Context: an optimization exercise on an open-source flow, tuned for small area and a short achievable clock period. The choices shown serve that exercise and are no tape-out recipe. At most, simulation tests tie the RTL to the original design; equivalence was not proved. Power and IR drop assume default switching activity.

==> indigo <==
==> flow/design.v (excerpt) <==
module rvv_backend_mulmac_lanes #(
  parameter int unsigned NUM_LANE = 2,
  parameter int unsigned LAT      = 3,
  parameter int unsigned OP_W     = 32,
  parameter int unsigned TAG_W    = 6
) (
  input  logic                               clk,
  input  logic                               rst,
  input  logic                               trap_flush_rvv,
  input  logic [$clog2(NUM_LANE+1)-1:0]      rs2ex_fifo_cnt,
  input  logic [NUM_LANE*OP_W-1:0]           rs2ex_uop_a,
  input  logic [NUM_LANE*OP_W-1:0]           rs2ex_uop_b,
  input  logic [NUM_LANE-1:0]                rs2ex_uop_signed,
  input  logic [NUM_LANE*TAG_W-1:0]          rs2ex_uop_tag,
  output logic [NUM_LANE-1:0]                ex2rs_fifo_pop,
  output logic [NUM_LANE-1:0]                ex2rob_valid,
  output logic [NUM_LANE*2*OP_W-1:0]         ex2rob_result,
  output logic [NUM_LANE*TAG_W-1:0]          ex2rob_tag,
  input  logic [NUM_LANE-1:0]                rob2ex_ready
);
  localparam int unsigned RES_W = 2 * OP_W;
  localparam int unsigned LO_W  = 17;
  localparam int unsigned HI_W  = RES_W - LO_W;
  logic [NUM_LANE-1:0] lane_rdy;
  logic [NUM_LANE-1:0] pop;
  rvv_mulmac_pop u_pop (
    .cnt   (rs2ex_fifo_cnt),
    .flush (trap_flush_rvv),
    .rst   (rst),
    .rdy   (lane_rdy),
    .pop   (pop)
  );
  assign ex2rs_fifo_pop = pop;
  for (genvar l = 0; l < NUM_LANE; l++) begin : g_lane
    logic [2:0]       vld_q;
    logic             data_en;
    logic [32:0]      nax;
    logic [16:0]      nx1;
    logic [15:0]      nx2;
    logic [16:0]      neg;
    logic [32:0]      nax_q;
    logic [16:0]      nx1_q;
    logic [15:0]      nx2_q;
    logic [16:0]      neg_q;
    logic [RES_W-1:0] cs_s;
    logic [RES_W-1:0] cs_c;
    logic [LO_W:0]    lo_sum;
    logic [LO_W-1:0]  lo1_q;
    logic             cy1_q;
    logic [HI_W-1:0]  hs1_q;
    logic [HI_W-1:0]  hc1_q;
    logic [RES_W-1:0] res2_q;
    logic [TAG_W-1:0] tag_q [3];
    rvv_mulmac_rdy u_rdy (.vld(vld_q[2]), .ready(rob2ex_ready[l]), .rdy(lane_rdy[l]));
    rvv_mulmac_rdy u_den (.vld(vld_q[2]), .ready(rob2ex_ready[l]), .rdy(data_en));
    always_ff @(posedge clk) begin
      if (rst || trap_flush_rvv) begin
        vld_q <= '0;
      end else if (lane_rdy[l]) begin
        vld_q <= {vld_q[1:0], pop[l]};
      end
    end
    rvv_mulmac_benc u_benc (
  ...
==> module rvv_backend_mulmac_lanes, before the edit <==
module rvv_backend_mulmac_lanes #(
  parameter int unsigned NUM_LANE = 2,
  parameter int unsigned LAT      = 3,
  parameter int unsigned OP_W     = 32,
  parameter int unsigned TAG_W    = 6
) (
  input  logic                               clk,
  input  logic                               rst,
  input  logic                               trap_flush_rvv,
  input  logic [$clog2(NUM_LANE+1)-1:0]      rs2ex_fifo_cnt,
  input  logic [NUM_LANE*OP_W-1:0]           rs2ex_uop_a,
  input  logic [NUM_LANE*OP_W-1:0]           rs2ex_uop_b,
  input  logic [NUM_LANE-1:0]                rs2ex_uop_signed,
  input  logic [NUM_LANE*TAG_W-1:0]          rs2ex_uop_tag,
  output logic [NUM_LANE-1:0]                ex2rs_fifo_pop,
  output logic [NUM_LANE-1:0]                ex2rob_valid,
  output logic [NUM_LANE*2*OP_W-1:0]         ex2rob_result,
  output logic [NUM_LANE*TAG_W-1:0]          ex2rob_tag,
  input  logic [NUM_LANE-1:0]                rob2ex_ready
);
  localparam int unsigned RES_W = 2 * OP_W;
  localparam int unsigned LO_W  = 17;
  localparam int unsigned HI_W  = RES_W - LO_W;
  logic [NUM_LANE-1:0] lane_rdy;
  logic [NUM_LANE-1:0] pop;
  rvv_mulmac_pop u_pop (
    .cnt   (rs2ex_fifo_cnt),
    .flush (trap_flush_rvv),
    .rst   (rst),
    .rdy   (lane_rdy),
    .pop   (pop)
  );
  assign ex2rs_fifo_pop = pop;
  for (genvar l = 0; l < NUM_LANE; l++) begin : g_lane
    logic [2:0]       vld_q;
    logic             data_en;
    logic [32:0]      nax;
    logic [16:0]      nx1;
    logic [15:0]      nx2;
    logic [16:0]      neg;
    logic [32:0]      nax_q;
    logic [16:0]      nx1_q;
    logic [15:0]      nx2_q;
    logic [16:0]      neg_q;
    logic [RES_W-1:0] cs_s;
    logic [RES_W-1:0] cs_c;
    logic [LO_W:0]    lo_sum;
    logic [LO_W-1:0]  lo1_q;
    logic             cy1_q;
    logic [HI_W-1:0]  hs1_q;
    logic [HI_W-1:0]  hc1_q;
    logic [RES_W-1:0] res2_q;
    logic [TAG_W-1:0] tag_q [3];
    rvv_mulmac_rdy u_rdy (.vld(vld_q[2]), .ready(rob2ex_ready[l]), .rdy(lane_rdy[l]));
    rvv_mulmac_rdy u_den (.vld(vld_q[2]), .ready(rob2ex_ready[l]), .rdy(data_en));
    always_ff @(posedge clk) begin
      if (rst || trap_flush_rvv) begin
        vld_q <= '0;
      end else if (lane_rdy[l]) begin
        vld_q <= {vld_q[1:0], pop[l]};
      end
    end
    rvv_mulmac_benc u_benc (
      .a   (rs2ex_uop_a[l*OP_W +: OP_W]),
      .b   (rs2ex_uop_b[l*OP_W +: OP_W]),
      .sgn (rs2ex_uop_signed[l]),
      .nax (nax),
      .nx1 (nx1),
      .nx2 (nx2),
      .neg (neg)
    );
    rvv_mulmac_mul33 u_mul (
      .nax (nax_q),
      .nx1 (nx1_q),
      .nx2 (nx2_q),
      .neg (neg_q),
      .r0  (cs_s),
      .r1  (cs_c)
    );
    assign lo_sum = {1'b0, cs_s[LO_W-1:0]} + {1'b0, cs_c[LO_W-1:0]};
    always_ff @(posedge clk) begin
      if (data_en) begin
        nax_q    <= nax;
        nx1_q    <= nx1;
        nx2_q    <= nx2;
        neg_q    <= neg;
        tag_q[0] <= rs2ex_uop_tag[l*TAG_W +: TAG_W];
        lo1_q    <= lo_sum[LO_W-1:0];
        cy1_q    <= lo_sum[LO_W];
        hs1_q    <= cs_s[RES_W-1:LO_W];
        hc1_q    <= cs_c[RES_W-1:LO_W];
        tag_q[1] <= tag_q[0];
        res2_q   <= {hs1_q + hc1_q + HI_W'(cy1_q), lo1_q};
        tag_q[2] <= tag_q[1];
      end
    end
    assign ex2rob_valid[l]                 = vld_q[2] && !trap_flush_rvv;
    assign ex2rob_result[l*RES_W +: RES_W] = res2_q;
    assign ex2rob_tag[l*TAG_W +: TAG_W]    = tag_q[2];
  end
endmodule
==> module rvv_mulmac_pop, before the edit <==
module rvv_mulmac_pop (
  input  logic [1:0] cnt,
  input  logic       flush,
  input  logic       rst,
  input  logic [1:0] rdy,
  output logic [1:0] pop
);
  logic go;
  assign go     = !flush && !rst;
  assign pop[0] = (cnt > 2'd0) && go && rdy[0];
  assign pop[1] = (cnt > 2'd1) && go && rdy[0] && rdy[1];
endmodule
export LEC_CHECK = 0
export CAP_MARGIN = 20
export CORE_MARGIN = 2
export CORE_UTILIZATION = 70
export SLEW_MARGIN = 20
export SYNTH_HIERARCHICAL = 1
export SYNTH_MINIMUM_KEEP_SIZE = 0
create_clock -name core_clock -period 11.5 [get_ports {clk}]
standard.sh (not shown) runs the stock make flow with config.mk's settings and CLKGATE_MAP_FILE= SYNTH_SCRIPT=/design/flow/synth_recipe.tcl, a recipe that flattens the netlist after the stock synthesis.
==> flow/flow/run.sh <==
#!/bin/bash
# The standard ORFS layout (standard.sh, unchanged synthesis), with two changes to how
# the layout is optimised: the setup repair aims for a larger slack margin, and the port
# buffers are plain buffers (buf_2) rather than delay buffers. The SDC is the standard flow's.
set -euo pipefail
bash standard.sh SETUP_SLACK_MARGIN=6.2 "BUFFER_PORTS_ARGS=-buffer_cell sky130_fd_sc_hd__buf_2" finish > standard_flow.log 2>&1
==> inputs of willow, as changes to indigo <==
--- a/flow/design.v
+++ b/flow/design.v
@@ -20,2 +20,3 @@
 );
+  localparam int unsigned CNT_W = $clog2(NUM_LANE + 1);
   localparam int unsigned RES_W = 2 * OP_W;
@@ -23,11 +24,16 @@
   localparam int unsigned HI_W  = RES_W - LO_W;
+  logic [NUM_LANE-1:0] cand;
   logic [NUM_LANE-1:0] lane_rdy;
   logic [NUM_LANE-1:0] pop;
-  rvv_mulmac_pop u_pop (
-    .cnt   (rs2ex_fifo_cnt),
-    .flush (trap_flush_rvv),
-    .rst   (rst),
-    .rdy   (lane_rdy),
-    .pop   (pop)
-  );
+  logic                chain;
+  always_comb begin
+    cand  = '0;
+    pop   = '0;
+    chain = 1'b1;
+    for (int i = 0; i < NUM_LANE; i++) begin
+      cand[i] = (rs2ex_fifo_cnt > CNT_W'(i)) && !trap_flush_rvv && !rst;
+      pop[i]  = cand[i] && lane_rdy[i] && chain;
+      chain   = pop[i];
+    end
+  end
   assign ex2rs_fifo_pop = pop;
@@ -2531,14 +2537,2 @@
 endmodule
-module rvv_mulmac_pop (
-  input  logic [1:0] cnt,
-  input  logic       flush,
-  input  logic       rst,
-  input  logic [1:0] rdy,
-  output logic [1:0] pop
-);
-  logic go;
-  assign go     = !flush && !rst;
-  assign pop[0] = (cnt > 2'd0) && go && rdy[0];
-  assign pop[1] = (cnt > 2'd1) && go && rdy[0] && rdy[1];
-endmodule
 module rvv_mulmac_rdy (input logic vld, input logic ready, output logic rdy);
==> flow/run.sh (new file) <==
#!/bin/bash
# synth_recipe.tcl (not shown) runs the flow's synth.tcl, then flattens the netlist and writes it again
# the make line also repeats each setting of config.mk as NAME=value (left out here)
make -C /OpenROAD-flow-scripts/flow DESIGN_CONFIG=/design/flow/config.mk WORK_HOME=/design/flow/orfs CLKGATE_MAP_FILE= SYNTH_SCRIPT=/design/flow/synth_recipe.tcl finish
--- a/flow/config.mk
+++ b/flow/config.mk
@@ -10,2 +10,3 @@
 export CORE_UTILIZATION = 70
+export SETUP_SLACK_MARGIN = 5
 export SLEW_MARGIN = 20
removed: flow/flow/run.sh
removed: flow/standard.sh
==> inputs of fjord, as changes to indigo <==
--- a/flow/design.v
+++ b/flow/design.v
@@ -20,2 +20,3 @@
 );
+  localparam int unsigned CNT_W = $clog2(NUM_LANE + 1);
   localparam int unsigned RES_W = 2 * OP_W;
@@ -23,11 +24,16 @@
   localparam int unsigned HI_W  = RES_W - LO_W;
+  logic [NUM_LANE-1:0] cand;
   logic [NUM_LANE-1:0] lane_rdy;
   logic [NUM_LANE-1:0] pop;
-  rvv_mulmac_pop u_pop (
-    .cnt   (rs2ex_fifo_cnt),
-    .flush (trap_flush_rvv),
-    .rst   (rst),
-    .rdy   (lane_rdy),
-    .pop   (pop)
-  );
+  logic                chain;
+  always_comb begin
+    cand  = '0;
+    pop   = '0;
+    chain = 1'b1;
+    for (int i = 0; i < NUM_LANE; i++) begin
+      cand[i] = (rs2ex_fifo_cnt > CNT_W'(i)) && !trap_flush_rvv && !rst;
+      pop[i]  = cand[i] && lane_rdy[i] && chain;
+      chain   = pop[i];
+    end
+  end
   assign ex2rs_fifo_pop = pop;
@@ -2531,14 +2537,2 @@
 endmodule
-module rvv_mulmac_pop (
-  input  logic [1:0] cnt,
-  input  logic       flush,
-  input  logic       rst,
-  input  logic [1:0] rdy,
-  output logic [1:0] pop
-);
-  logic go;
-  assign go     = !flush && !rst;
-  assign pop[0] = (cnt > 2'd0) && go && rdy[0];
-  assign pop[1] = (cnt > 2'd1) && go && rdy[0] && rdy[1];
-endmodule
 module rvv_mulmac_rdy (input logic vld, input logic ready, output logic rdy);
==> flow/run.sh (new file) <==
#!/bin/bash
# synth_recipe.tcl (not shown) runs the flow's synth.tcl, then flattens the netlist and writes it again
# the make line also repeats each setting of config.mk as NAME=value (left out here)
make -C /OpenROAD-flow-scripts/flow DESIGN_CONFIG=/design/flow/config.mk WORK_HOME=/design/flow/orfs CLKGATE_MAP_FILE= SYNTH_SCRIPT=/design/flow/synth_recipe.tcl finish
--- a/flow/config.mk
+++ b/flow/config.mk
@@ -9,3 +9,4 @@
 export CORE_MARGIN = 2
-export CORE_UTILIZATION = 70
+export CORE_UTILIZATION = 60
+export SETUP_SLACK_MARGIN = 5
 export SLEW_MARGIN = 20
removed: flow/flow/run.sh
removed: flow/standard.sh
==> qor summary <==
                                                                            indigo      willow       fjord
Run status                                         no timing/DRC/antenna violations  no timing/DRC/antenna violations  no timing/DRC/antenna violations
Number of distinct standard cells referenced by the synthesized netlist          68          89          89
Critical Path AT                                                            3.01 ns     4.08 ns     4.05 ns
Final setup margin                                                         6.187 ns    5.117 ns    5.153 ns
Global placement routability congestion                                      0.9452      0.9450      0.9099
Power of the sequential group                                               4.83 mW     4.74 mW     4.76 mW
Post-Synthesis Mean Instance Area                                         11.84 µm²   11.84 µm²   11.84 µm²
Post-detail-place hpwl                                                    122200 µm   119400 µm   121600 µm
CTS Buf Count                                                                    61          60          67
Adder-cell share of the synthesized area                                     0.3405      0.3388      0.3388
Rows                                                                            110         111         120
Cell internal pwr                                                          12.98 mW    13.69 mW    13.68 mW
Horizontal die dimension                                                   306.6 µm    307.4 µm    331.7 µm
Clock period minus worst slack                                             5.313 ns    6.383 ns    6.347 ns
For indigo, only the layout was checked, not whether the RTL still works.

static timing again, ports no longer ideal:
The results above use ideal ports. As a check the final layouts listed here were re-extracted and re-timed, cells and wires unchanged.
Step 1 (the two cells are an assumption about what drives the block):
set clk [get_ports {clk}]
set_driving_cell -lib_cell sky130_fd_sc_hd__clkbuf_16 $clk
set_driving_cell -lib_cell sky130_fd_sc_hd__buf_2 [delete_from_list [all_inputs] $clk]
Step 2 times the ports against the registers' clock, not the clock port: input delays grow and output delays shrink by t, the midpoint of the rising clock arrivals with the driver on.
Slacks: ideal / step 1 / step 2; pairs: ideal / step 1.
run	t, ns	setup WS [ns]	worst setup path after step 2
indigo	0.755	6.187 / 6.140 / 6.140	input to output
willow	0.760	5.117 / 5.095 / 5.095	input to output
fjord	0.716	5.153 / 5.130 / 5.130	input to output
After both steps every run listed still meets setup and hold. For indigo, which loses most, drivers alone change the setup slack by -0.047 ns; drivers and shift together by -0.047 ns.
